This is an optimization exercise on Yosys and OpenROAD, whose aim is small area, a short achievable clock period and few clock cycles per item, not a production implementation. Function was checked by simulation only, so behaviour that the tests miss may differ from the original. Power is estimated from default activity; no workload was simulated.

==> flow/design.v <==
package sbs_pkg;
  localparam int MaxSigLen  = 48;
  localparam int WinDepth   = MaxSigLen - 1;
  localparam int SigRegs    = 6;
  localparam int SigRegW    = 64;
  localparam int LenBits    = 6;
  localparam int OffsetBits = 32;
  localparam int CfgIdxW    = 3;
  typedef enum logic [CfgIdxW-1:0] {
    CfgSig0  = 3'd0,
    CfgSig1  = 3'd1,
    CfgSig2  = 3'd2,
    CfgSig3  = 3'd3,
    CfgSig4  = 3'd4,
    CfgSig5  = 3'd5,
    CfgWild  = 3'd6,
    CfgLen   = 3'd7
  } cfg_idx_e;
  typedef struct packed {
    logic [MaxSigLen-1:0][7:0] sig;
    logic [MaxSigLen-1:0]      care;
    logic [LenBits-1:0]        len;
  } sbs_cfg_t;
  typedef struct packed {
    logic                  produced;
    logic                  found;
    logic [OffsetBits-1:0] offset;
  } sbs_hit_t;
endpackage
import sbs_pkg::*;
module sbs_cfg (
  input  logic                 clk_i,
  input  logic                 rst_ni,
  input  logic                 cfg_we_i,
  input  logic [sbs_pkg::CfgIdxW-1:0]   cfg_index_i,
  input  logic [sbs_pkg::SigRegW-1:0]   cfg_data_i,
  output sbs_pkg::sbs_cfg_t             cfg_o
);
  logic [SigRegs-1:0][SigRegW-1:0] sig_q;
  logic [MaxSigLen-1:0]            wild_q;
  logic [LenBits-1:0]              len_q;
  logic [LenBits-1:0]              len_eff;
  sbs_pkg::sbs_cfg_t                        cfg_d, cfg_q;
  logic [MaxSigLen-1:0][7:0]       sig_bytes;
  assign sig_bytes = sig_q;
  always_ff @(posedge clk_i or negedge rst_ni) begin
    if (!rst_ni) begin
      sig_q  <= '0;
      wild_q <= '0;
      len_q  <= LenBits'(1);
    end else if (cfg_we_i) begin
      case (cfg_index_i)
        CfgSig0, CfgSig1, CfgSig2, CfgSig3, CfgSig4, CfgSig5: begin
          sig_q[cfg_index_i] <= cfg_data_i;
        end
        CfgWild: wild_q <= cfg_data_i[MaxSigLen-1:0];
        CfgLen:  len_q  <= cfg_data_i[LenBits-1:0];
        default: ;
      endcase
    end
  end
  always_comb begin
    len_eff = len_q;
    if (len_q == '0) begin
      len_eff = LenBits'(1);
    end else if (len_q > LenBits'(MaxSigLen)) begin
      len_eff = LenBits'(MaxSigLen);
    end
  end
  always_comb begin
    logic [LenBits-1:0] src;
    cfg_d     = '0;
    cfg_d.len = len_eff;
    for (int j = 0; j < MaxSigLen; j++) begin
      src = len_eff - LenBits'(j) - LenBits'(1);
      if (LenBits'(j) < len_eff) begin
        cfg_d.sig[j]  = sig_bytes[src];
        cfg_d.care[j] = !wild_q[src];
      end
    end
  end
  always_ff @(posedge clk_i or negedge rst_ni) begin
    if (!rst_ni) begin
      cfg_q      <= '0;
      cfg_q.care <= MaxSigLen'(1);
      cfg_q.len  <= LenBits'(1);
    end else begin
      cfg_q <= cfg_d;
    end
  end
  assign cfg_o = cfg_q;
endmodule
import sbs_pkg::*;
module sbs_match (
  input  logic       clk_i,
  input  logic       rst_ni,
  input  logic       fire_i,
  input  logic [7:0] byte_i,
  input  logic       last_i,
  input  sbs_pkg::sbs_cfg_t   cfg_i,
  output sbs_pkg::sbs_hit_t   hit_o
);
  logic [WinDepth-1:0][7:0] window_q, window_d;
  logic [OffsetBits-1:0]    seen_q, seen_n;
  logic                     reported_q;
  logic [OffsetBits-1:0]    len_ext;
  logic                     all_ok;
  logic                     enough;
  logic                     hit;
  assign seen_n  = (seen_q != '1) ? seen_q + OffsetBits'(1) : seen_q;
  assign len_ext = OffsetBits'(cfg_i.len);
  assign enough  = (seen_n >= len_ext);
  always_comb begin
    all_ok = !cfg_i.care[0] || (byte_i == cfg_i.sig[0]);
    for (int j = 1; j < MaxSigLen; j++) begin
      if (cfg_i.care[j] && (window_q[j-1] != cfg_i.sig[j])) begin
        all_ok = 1'b0;
      end
    end
  end
  assign hit = !reported_q && enough && all_ok;
  always_comb begin
    hit_o          = '0;
    hit_o.produced = hit || (!reported_q && last_i);
    hit_o.found    = hit;
    if (hit) begin
      hit_o.offset = seen_n - len_ext;
    end
  end
  always_comb begin
    window_d[0] = byte_i;
    for (int k = 1; k < WinDepth; k++) begin
      window_d[k] = window_q[k-1];
    end
  end
  always_ff @(posedge clk_i or negedge rst_ni) begin
    if (!rst_ni) begin
      window_q   <= '0;
      seen_q     <= '0;
      reported_q <= 1'b0;
    end else if (fire_i) begin
      if (last_i) begin
        window_q   <= '0;
        seen_q     <= '0;
        reported_q <= 1'b0;
      end else begin
        window_q   <= window_d;
        seen_q     <= seen_n;
        reported_q <= reported_q || hit;
      end
    end
  end
endmodule
import sbs_pkg::*;
module wildcard_byte_signature_scanner (
  input  logic                  clk_i,
  input  logic                  rst_ni,
  input  logic                  cfg_we_i,
  input  logic [sbs_pkg::CfgIdxW-1:0]    cfg_index_i,
  input  logic [sbs_pkg::SigRegW-1:0]    cfg_data_i,
  input  logic                  in_valid_i,
  output logic                  in_stall_o,
  input  logic [7:0]            data_byte_i,
  input  logic                  region_last_i,
  output logic                  out_valid_o,
  input  logic                  out_stall_i,
  output logic                  found_o,
  output logic [sbs_pkg::OffsetBits-1:0] match_offset_o
);
  sbs_pkg::sbs_cfg_t              cfg;
  sbs_pkg::sbs_hit_t              hit;
  logic                  in_valid_q;
  logic [7:0]            byte_q;
  logic                  last_q;
  logic                  out_valid_q;
  logic                  found_q;
  logic [OffsetBits-1:0] offset_q;
  logic                  advance;
  logic                  accept;
  assign advance    = in_valid_q && (!out_valid_q || !out_stall_i);
  assign in_stall_o = in_valid_q && !advance;
  assign accept     = in_valid_i && !in_stall_o;
  sbs_cfg u_cfg (
    .clk_i       (clk_i),
    .rst_ni      (rst_ni),
    .cfg_we_i    (cfg_we_i),
    .cfg_index_i (cfg_index_i),
    .cfg_data_i  (cfg_data_i),
    .cfg_o       (cfg)
  );
  sbs_match u_match (
    .clk_i  (clk_i),
    .rst_ni (rst_ni),
    .fire_i (advance),
    .byte_i (byte_q),
    .last_i (last_q),
    .cfg_i  (cfg),
    .hit_o  (hit)
  );
  always_ff @(posedge clk_i or negedge rst_ni) begin
    if (!rst_ni) begin
      in_valid_q <= 1'b0;
    end else if (accept) begin
      in_valid_q <= 1'b1;
    end else if (advance) begin
      in_valid_q <= 1'b0;
    end
  end
  always_ff @(posedge clk_i) begin
    if (accept) begin
      byte_q <= data_byte_i;
      last_q <= region_last_i;
    end
  end
  always_ff @(posedge clk_i or negedge rst_ni) begin
    if (!rst_ni) begin
      out_valid_q <= 1'b0;
    end else if (advance && hit.produced) begin
      out_valid_q <= 1'b1;
    end else if (!out_stall_i) begin
      out_valid_q <= 1'b0;
    end
  end
  always_ff @(posedge clk_i) begin
    if (advance && hit.produced) begin
      found_q  <= hit.found;
      offset_q <= hit.offset;
    end
  end
  assign out_valid_o    = out_valid_q;
  assign found_o        = found_q;
  assign match_offset_o = offset_q;
endmodule
==> flow/run.sh <==
#!/bin/bash
# synth_recipe.tcl (not shown) runs the flow's synth.tcl, then flattens the netlist and writes it again
# the make line also repeats each setting of config.mk as NAME=value (left out here)
make -C /OpenROAD-flow-scripts/flow DESIGN_CONFIG=/design/flow/config.mk WORK_HOME=/design/flow/orfs CLKGATE_MAP_FILE= SYNTH_SCRIPT=/design/flow/synth_recipe.tcl finish
==> flow/config.mk <==
export PLATFORM = sky130hd
export DESIGN_NAME = wildcard_byte_signature_scanner
export DESIGN_NICKNAME = wildcard_byte_signature_scanner
export VERILOG_FILES = /design/flow/design.v
export SDC_FILE = /design/flow/constraint.sdc
export NUM_CORES = 4
export LEC_CHECK = 0
export CAP_MARGIN = 30
export CORE_MARGIN = 2
export CORE_UTILIZATION = 40
export SLEW_MARGIN = 25
==> flow/constraint.sdc <==
create_clock -name core_clock -period 5.5 [get_ports {clk_i}]
set_input_delay 1.1000 -clock core_clock [delete_from_list [all_inputs] [get_ports {clk_i}]]
set_output_delay 1.1000 -clock core_clock [all_outputs]
set_load 0.01 [all_outputs]
==> results.txt <==
Yosys cell counts, types with 200 or more instances:
| cell type | n | area share (%) |
|---|---|---|
| a31oi_1 | 264 | 1.9 |
| a22o_1 | 338 | 3.5 |
| xnor2_1 | 465 | 4.8 |
| nand2_1 | 2564 | 11 |
| nor2_1 | 241 | 1.1 |
| clkbuf_1 | 465 | 2.0 |
| dfrtp_1 | 1284 | 38 |
| nand3b_1 | 378 | 3.3 |
| mux2i_1 | 1347 | 16 |
| o21ai_0 | 200 | 1.2 |
| and3_1 | 316 | 2.3 |
| a21oi_1 | 282 | 1.7 |
logic make-up (layout without fill, tap and decap cells):
logic type / after synthesis / in the layout / share of synthesized area, %
flops: 1329 / 1329 / 39.18
fa+ha+maj: 38 / 38 / 0.5653
compound gates: 1535 / 1535 / 12.59
mux: 1459 / 1459 / 17.56
other cells: 0 / 12 / 0
buf+inv: 748 / 949 / 3.556
simple gates: 3943 / 3943 / 21.25
xor+xnor: 507 / 507 / 5.303
worst register-to-register path: cells and delay by family (launching register included):
kind	cells	cell delay (ns)
xor+xnor	1	0.21
fa+ha+maj	2	0.63
flops	1	0.51
simple gates	7	2.07
buf+inv	2	0.12
compound gates	5	1.08
registers in the layout (all words and copies together) (netlist names), 6 cells and up:
name / flops
u_cfg.cfg_q: 438
byte_q: 8
u_cfg.sig_q: 384
u_cfg.wild_q: 48
u_cfg.len_q: 6
offset_q: 32
u_match.window_q: 376
u_match.seen_q: 32
layer usage:
layer / GRT usage (%) / share of wire (%) / up-vias
li1: - / - / 34060
met1: 52.94 / 41 / 40170
met2: 53.54 / 40 / 4860
met3: 11.12 / 11 / 832
met4: 25.32 / 7.9 / 4
met5: 0 / 0.0053 / -
path summary, 6_finish.rpt:
path | from | to | slack [ns] | cells past startpoint
worst max-delay path | u_match.seen_q[18]$_DFFE_PN0P_ | offset_q[21]$_SDFFCE_PN0P_ | 0.60 | 17
worst min-delay path | rst_ni | u_match.seen_q[20]$_DFFE_PN0P_ | 0.24 | 1
worst max register to register | u_match.seen_q[18]$_DFFE_PN0P_ | offset_q[21]$_SDFFCE_PN0P_ | 0.60 | 17
worst min register to register | u_match.window_q[371]$_DFFE_PN0P_ | u_match.window_q[371]$_DFFE_PN0P_ | 0.48 | 2
max in group asynchronous | rst_ni | u_match.window_q[199]$_DFFE_PN0P_ | 3.86 | 2
min in group core_clock | u_match.window_q[371]$_DFFE_PN0P_ | u_match.window_q[371]$_DFFE_PN0P_ | 0.48 | 2
where the power goes:
part,switching [mW],internal [mW]
sequential,2.34,11.9
clock,4.59,6.11
combinational,29.5,13.4
final cells by class:
type	count	area, um2	share of cell area, %
Multi-Input combinational cell	7482	49410	50.64
Inverter	40	167.7	0.1718
Clock buffer	208	4337	4.445
Tap cell	2821	3530	3.618
Sequential cell	1329	33470	34.31
Clock inverter	69	882.1	0.9041
Timing Repair Buffer	632	5739	5.882
Antenna cell	12	30.03	0.03078
==> run_results.csv <==
group,metric,value,unit
global_routing,grt_util_all_layers,38.90,%
power,ir_drop,476.3,uV
timing,final-hold-violation-count,0,
setup_path,worstSetupPathType,"flop to flop",
placed_design,place_ws,0.6305,ns
timing,slew_headroom,13.89,%
logic_synthesis,netlist_area,85430,um2
timing,finalWorstSetupSlack,0.5952,ns
floorplanning,die_height,466.2,um
logic_synthesis,synth.lib_cells_used.distinct,85,
logic_synthesis,synthArstFlopShare,96.84,%
power,power-per-cell-area,694.9,nW/um2
route,drt_pass1_iterations,8,
route,detail_route.wirelength,433900,um
cells_and_area,fin_area,97570,um2
floorplanning,std_cell_rows,169,
power,power.leakage,45.21,nW
cells_and_area,final_core_utilization,45.96,%
setup_path,critical_path_peak_fanout,33,
clocking,cts_num_sinks,1329,
cells_and_area,syn2layout_area_growth,14.20,%
clocking,cts_bufs_inserted,154,
cells_and_area,final_common_cell,"nand2_1",
cells_and_area,mostFrequentLayoutCells,"2,555 x nand2_1, 1,330 x mux2i_1, 1,284 x dfrtp_1",
timing,timing.final.crit_period,4.905,ns
setup_path,critPathLaunchType,"flop",
setup_path,worstSetupEndpointType,"flop",
logic_synthesis,synth_edf_count,42,
timing,setup_total_negative_slack,0,ns
route,route.detailed.vias_per_inst,6.347,
setup_path,critical-path-top-delay-family,"simple AND/OR/NAND/NOR gates",
floorplanning,core_area,212300,um2
run,max_cap_violations,0,
setup_path,timing.critical_path.slowest_stage_cell,"dfrtp_1",
power,finalPower,67.80,mW
clocking,clock_tree.htree_level_count,4,
setup_path,cp.buffers_inverters,2,
setup_path,worstPathCellList,"nand4_4 > nor4_1 > nand3_2 > xnor2_1 > ha_1 > inv_1 > fa_1 > a21o_1 > a21oi_1 > o21ai_0 > nor4_2 > nand4b_1 > nor3_4 > a41o_4 > inv_2 > a21oi_2 > nor2_4",
worst_hold_path,min_path_type,"input pin to asynchronous set/reset pin",
setup_path,worst-endpoint-required,6.06,ns
logic_synthesis,synth-seq-area-share,39.18,%
global_routing,grt_first_pass_wirelength,592400,um
global_routing,grt_pass1_vias,71550,
clocking,post-cts-setup-buffers,0,
cells_and_area,layout_filler_cell_count,20360,
outcome,outcome,"complete, no violations",
timing,timing.final.setup_violations,0,
clocking,cts.path.max_buffers,3,
route,initialDrtViolationCount,12220,
clocking,holdBufCountCts,0,
clocking,cts_resized,0,
route,average_wire_length_per_cell_after_detail_routing,34.46,um
floorplanning,start_util,40.24,%
placed_design,gpl.final_weighted_congestion,1.157,
placed_design,place_area,92280,um2
floorplanning,pin_count,116,
clocking,clock_tree_from_tritoncts,"yes",
timing,maxSlewViolCount,0,
clocking,ctsRootBufferMaster,"clkbuf_16",
clocking,cts.reportedPaths.clkPinSlew,0.06,ns
cells_and_area,layout_nets,9758,
timing,final_min_period_over_clock_period,89.18,%
logic_synthesis,synth-seq-cells,1329,
setup_path,timing.critical_path.slowest_cell_delay,0.51,ns
route,vias,79930,
timing,final_hold_slack,0.2355,ns
floorplanning,area_of_the_die,217300,um2
setup_path,worst_ep_arrival_time,5.46,ns
cells_and_area,finish.cell_count_without_fillers,12590,
placed_design,hpwlAfterDp,339600,um
timing,finalClockSkew,0.05131,ns
logic_synthesis,synth_warnings,3,
global_routing,grt_antenna_before_repair,16,
logic_synthesis,most_frequently_used_flop_master_after_synthesis,"dfrtp_1",
route,ant_nets,0,
placed_design,port_buffers,115,
global_routing,overflow,0,
global_routing,maximum_number_of_pins_on_one_net_before_global_route_repair,215,
timing,rsz0062_at_grt,"false",
cells_and_area,final_layout_size_suffix_gt1_share,10.40,%
route,drc,0,
logic_synthesis,syn-mean-instance-area,8.937,um2
timing,fmaxAchievable,0.2039,GHz
clocking,clk_latency,0.87,ns
floorplanning,die_x,466.2,um
placed_design,placedCellCount,12300,
timing,max_slew.worst_pin.slew,1.292,ns
logic_synthesis,synth.net_count,9678,
logic_synthesis,postSynthCellCount,9559,
Testbench counts, summed over its fixed seeds: cycles 52,017, bytes 52,011.

[re-timing with driven ports]
In the flow no input, the clock included, has a driving cell. The finished layout below was timed again as built, in two steps.
Step 1 (the two cells are an assumption about what drives the block):
set clk [get_ports {clk_i}]
set_driving_cell -lib_cell sky130_fd_sc_hd__clkbuf_16 $clk
set_driving_cell -lib_cell sky130_fd_sc_hd__buf_2 [delete_from_list [all_inputs] $clk]
Step 2 also shifts input and output timing later by t, the mid clock arrival at the registers, as if the neighbouring blocks saw the same clock.
Three values: no drivers, after step 1, after step 2; two values: the first two.
t (ns): 0.953
setup WS [ns]: 0.595 / 0.595 / 0.595
worst slew at a driven data input, ns: 0.20
After both steps this run still meets setup and hold. The setup slack of this run moves by 0.000 ns with the drivers and by 0.000 ns with both steps.
